This design comes from an exercise in tuning for small area on the open sky130 flow, not from production work.
Function was checked by simulation only, so behaviour that the tests miss may differ from the original.

## rev 12
==> flow/design.v <==
package fcrla_pkg;
	localparam int MAX_SAMPLES = 4096;
	localparam int SAMPLE_BITS = 16;
	localparam int LANES       = 4;
	localparam int COUNT_W     = 13;
	localparam int TIME_W      = 32;
	localparam int IVAL_W      = 16;
	localparam int TALLY_W     = 13;
	localparam int SUM_W       = 28;
	localparam int IN_W        = 104;
	localparam int OUT_W       = 80;
	localparam logic [IVAL_W-1:0] EMIT_INTERVAL_RESET = IVAL_W'(1000);
	typedef enum logic [1:0] {
		ST_IDLE = 2'd0,
		ST_ACC  = 2'd1,
		ST_DIV  = 2'd2,
		ST_OUT  = 2'd3
	} state_t;
endpackage
module four_channel_rate_limited_averager_top (
	input  logic                          clk,
	input  logic                          arst_n,
	input  logic                          s_tvalid,
	output logic                          s_tready,
	input  logic [fcrla_pkg::IN_W-1:0]    s_tdata,
	input  logic [1:0]                    s_tuser,
	output logic                          m_tvalid,
	input  logic                          m_tready,
	output logic [fcrla_pkg::OUT_W-1:0]   m_tdata,
	input  logic                          cfg_we,
	input  logic [fcrla_pkg::IVAL_W-1:0]  cfg_data
);
	fcrla_pkg::state_t state_q;
	logic [1:0]  ph_q;
	logic [3:0]  step_q;
	logic [15:0] ival_q;
	logic        stream_q;
	logic [31:0] last_q;
	logic        fresh_q;    
	logic        clrp_q;
	logic [11:0] w0h_q, w1h_q, w2h_q, w3h_q;
	logic        smp;
	logic        room;
	logic        accept;
	logic        hit;
	logic        acc_last;
	logic        div;
	logic [15:0] pad;
	logic [27:0] acc;
	logic [27:0] dstep;
	logic [27:0] alu;
	logic [12:0] tally_inc;
	logic [3:0]  step_inc;
	assign smp      = (s_tuser == 2'd0) && stream_q && s_tdata[0];
	assign room     = !m_tdata[76];
	assign acc_last = (state_q == fcrla_pkg::ST_ACC) && (ph_q == 2'd3);
	assign s_tready = ((state_q == fcrla_pkg::ST_IDLE) && !smp) || acc_last;
	assign accept   = s_tvalid && s_tready;
	assign div      = (state_q == fcrla_pkg::ST_DIV);
	always_comb begin
		logic [31:0] t;
		logic [15:0] e;
		logic [15:0] s;
		logic        c;
		logic        ch;
		logic        ge;
		logic        nl;
		logic        hz;
		t = s_tdata[32:1];
		c = 1'b1;
		for (int i = 0; i < 16; i++) begin
			nl   = !(last_q[i] && !fresh_q);
			e[i] = t[i] ^ nl ^ c;
			c    = (t[i] & nl) | (c & (t[i] ^ nl));
		end
		ch = 1'b0;
		for (int i = 0; i < 16; i++) begin
			nl   = !(last_q[16+i] && !fresh_q);
			s[i] = t[16+i] ^ nl ^ ch;
			ch   = (t[16+i] & nl) | (ch & (t[16+i] ^ nl));
		end
		ge = 1'b1;
		for (int i = 0; i < 16; i++) begin
			ge = (e[i] & !ival_q[i]) | (ge & (e[i] | !ival_q[i]));
		end
		hz  = c ? (&s) : !(|s);
		hit = !hz || ge;
	end
	always_comb begin
		logic [3:0] sel;
		for (int k = 0; k < 4; k++) begin
			sel[k] = (state_q == fcrla_pkg::ST_ACC) && room && (ph_q == 2'(k));
		end
		pad = ({16{sel[0]}} & s_tdata[48:33]) | ({16{sel[1]}} & s_tdata[64:49])
		    | ({16{sel[2]}} & s_tdata[80:65]) | ({16{sel[3]}} & s_tdata[96:81]);
	end
	always_comb begin
		logic [27:0] a;
		logic        c;
		logic        p;
		a = clrp_q ? 28'd0 : {w0h_q, m_tdata[15:0]};
		c = 1'b0;
		for (int i = 0; i < 16; i++) begin
			acc[i] = a[i] ^ pad[i] ^ c;
			c      = (a[i] & pad[i]) | (c & (a[i] ^ pad[i]));
		end
		p = 1'b1;
		for (int i = 16; i < 28; i++) begin
			acc[i] = a[i] ^ (c & p);
			p      = p & a[i];
		end
	end
	always_comb begin
		logic [12:0] tr;
		logic [12:0] d;
		logic        c;
		tr = {w0h_q, m_tdata[15]};
		c  = 1'b1;
		for (int i = 0; i < 13; i++) begin
			d[i] = tr[i] ^ !m_tdata[64+i] ^ c;
			c    = (tr[i] & !m_tdata[64+i]) | (c & (tr[i] ^ !m_tdata[64+i]));
		end
		dstep = {c ? d[11:0] : tr[11:0], m_tdata[14:0], c};
	end
	assign alu = div ? dstep : acc;
	always_ff @(posedge clk) begin
		w3h_q <= alu[27:16];
		w2h_q <= w3h_q;
		w1h_q <= w2h_q;
		w0h_q <= w1h_q;
	end
	always_ff @(posedge clk) begin
		if (state_q != fcrla_pkg::ST_OUT) begin
			m_tdata[63:48] <= alu[15:0];
			m_tdata[47:32] <= m_tdata[63:48];
			m_tdata[31:16] <= m_tdata[47:32];
			m_tdata[15:0]  <= m_tdata[31:16];
		end
	end
	always_comb begin
		logic c;
		c = 1'b1;
		for (int i = 0; i < 13; i++) begin
			tally_inc[i] = m_tdata[64+i] ^ c;
			c            = m_tdata[64+i] & c;
		end
		c = 1'b1;
		for (int i = 0; i < 4; i++) begin
			step_inc[i] = step_q[i] ^ c;
			c           = step_q[i] & c;
		end
	end
	always_ff @(posedge clk or negedge arst_n) begin
		if (!arst_n) begin
			ph_q <= '0;
		end else begin
			ph_q <= ph_q + 2'd1;
		end
	end
	always_ff @(posedge clk) begin
		step_q <= '0;
		if (div) begin
			step_q <= (ph_q == 2'd3) ? step_inc : step_q;
		end
	end
	always_ff @(posedge clk or negedge arst_n) begin
		if (!arst_n) begin
			state_q <= fcrla_pkg::ST_IDLE;
		end else begin
			unique case (state_q)
				fcrla_pkg::ST_IDLE: begin
					if (s_tvalid && smp && (ph_q == 2'd3)) begin
						state_q <= fcrla_pkg::ST_ACC;
					end
				end
				fcrla_pkg::ST_ACC: begin
					if (acc_last) begin
						state_q <= hit ? fcrla_pkg::ST_DIV : fcrla_pkg::ST_IDLE;
					end
				end
				fcrla_pkg::ST_DIV: begin
					if ((step_q == 4'd15) && (ph_q == 2'd3)) begin
						state_q <= fcrla_pkg::ST_OUT;
					end
				end
				default: begin
					if (m_tready) begin
						state_q <= fcrla_pkg::ST_IDLE;
					end
				end
			endcase
		end
	end
	always_ff @(posedge clk or negedge arst_n) begin
		if (!arst_n) begin
			ival_q <= fcrla_pkg::EMIT_INTERVAL_RESET;
		end else if (cfg_we) begin
			ival_q <= cfg_data;
		end
	end
	always_ff @(posedge clk or negedge arst_n) begin
		if (!arst_n) begin
			stream_q <= 1'b0;
			fresh_q  <= 1'b1;
		end else if (accept) begin
			unique case (s_tuser)
				2'd1: stream_q <= 1'b1;
				2'd2: stream_q <= 1'b0;
				2'd0: begin
					if (smp && hit) begin
						fresh_q <= 1'b0;
					end
				end
				default: ;
			endcase
		end
	end
	always_ff @(posedge clk) begin
		if ((state_q == fcrla_pkg::ST_OUT) && m_tready) begin
			m_tdata[76:64] <= '0;
			clrp_q         <= 1'b1;
		end else if (accept) begin
			if (s_tuser == 2'd1) begin
				m_tdata[76:64] <= '0;
				clrp_q         <= 1'b1;
			end else if ((s_tuser == 2'd0) && smp && room) begin
				m_tdata[76:64] <= tally_inc;
				clrp_q         <= 1'b0;
			end
		end
	end
	always_ff @(posedge clk) begin
		if (accept && smp && hit) begin
			last_q <= s_tdata[32:1];
		end
	end
	assign m_tvalid       = (state_q == fcrla_pkg::ST_OUT);
	assign m_tdata[79:77] = 3'b000;
endmodule
Settings: LEC_CHECK=0, CAP_MARGIN=20, CORE_MARGIN=2, CORE_UTILIZATION=65, SLEW_MARGIN=20; clock period 10.0 ns.
standard.sh (not shown) runs the stock make flow with config.mk's settings and CLKGATE_MAP_FILE= SYNTH_SCRIPT=/design/flow/synth_recipe.tcl, a recipe that flattens the netlist after the stock synthesis.
==> flow/flow/run.sh <==
#!/bin/bash
# The standard layout with two changes: the port buffers use the smallest
# buffer cell (every port still gets its own buffer), and the clock tree is
# built from fewer, larger clusters without dummy loads.
set -euo pipefail
bash standard.sh \
  BUFFER_PORTS_ARGS="-buffer_cell sky130_fd_sc_hd__buf_1" \
  CTS_ARGS="-sink_clustering_enable -repair_clock_nets -sink_clustering_size 30 -sink_clustering_max_diameter 300 -buf_list sky130_fd_sc_hd__clkbuf_8 -dont_use_dummy_load" \
  finish > make_finish.log 2>&1
diff inputs: rev 12 => rev 13
--- a/flow/design.v
+++ b/flow/design.v
@@ -96,12 +96,15 @@
 	end
 	always_comb begin
 		logic [27:0] a;
 		logic        c;
 		logic        p;
 		a = clrp_q ? 28'd0 : {w0h_q, m_tdata[15:0]};
+		if (div) begin
+			a[15:0] = {m_tdata[14:0], 1'b0};
+		end
 		c = 1'b0;
 		for (int i = 0; i < 16; i++) begin
 			acc[i] = a[i] ^ pad[i] ^ c;
 			c      = (a[i] & pad[i]) | (c & (a[i] ^ pad[i]));
 		end
 		p = 1'b1;
@@ -119,13 +122,13 @@
 		for (int i = 0; i < 13; i++) begin
 			d[i] = tr[i] ^ !m_tdata[64+i] ^ c;
 			c    = (tr[i] & !m_tdata[64+i]) | (c & (tr[i] ^ !m_tdata[64+i]));
 		end
 		dstep = {c ? d[11:0] : tr[11:0], m_tdata[14:0], c};
 	end
-	assign alu = div ? dstep : acc;
+	assign alu = {div ? dstep[27:16] : acc[27:16], acc[15:1], div ? dstep[0] : acc[0]};
 	always_ff @(posedge clk) begin
 		w3h_q <= alu[27:16];
 		w2h_q <= w3h_q;
 		w1h_q <= w2h_q;
 		w0h_q <= w1h_q;
 	end
Results
- Delta (rev 13 minus rev 12): final worst-path cycle share rose 0.54 points, combined buffer and inverter count along the critical path went down 1, longest individual stage delay on the worst path shows no meaningful change, share of the yosys chip area belonging to registers ~0 delta.
- Number of ordinary and repair buffers in the finished layout is higher on rev 12
- Rev 13 against rev 12: area after synthesis now sits at about the same level, fmax now sits lower.
- The post-route worst setup slack of rev 13 is lower than that of rev 12.

## afterwards: timing with drivers on the ports
Ports are ideal in the flow. The routed layouts listed here were re-timed in OpenROAD. Step 1 assumes that a clkbuf_16 drives the clock port and a buf_2 every other input. Step 2, shift: input delay + t, output delay - t, t = (earliest + latest rising clock arrival at the registers) / 2. This alone moves slack from input paths to output paths. Slacks: ideal / step 1 / step 2; pairs: ideal / step 1.
run | t, ns | slack for setup (ns) | worst hold slack (ns) | clock arrival spread, ns | worst slew at a driven data input, ns
rev 12 | 0.486 | 0.373 / 0.384 / -0.103 | 0.317 / 0.317 / 0.317 | 0.029 / 0.029 | 0.06
rev 13 | 0.485 | 0.319 / 0.336 / -0.149 | 0.306 / 0.306 / 0.306 | 0.040 / 0.040 | 0.06
Met with ideal ports but missed after step 2: setup timing in rev 12 and rev 13. For rev 12, which loses most, drivers alone change the setup slack by +0.011 ns; drivers and shift together by -0.476 ns.
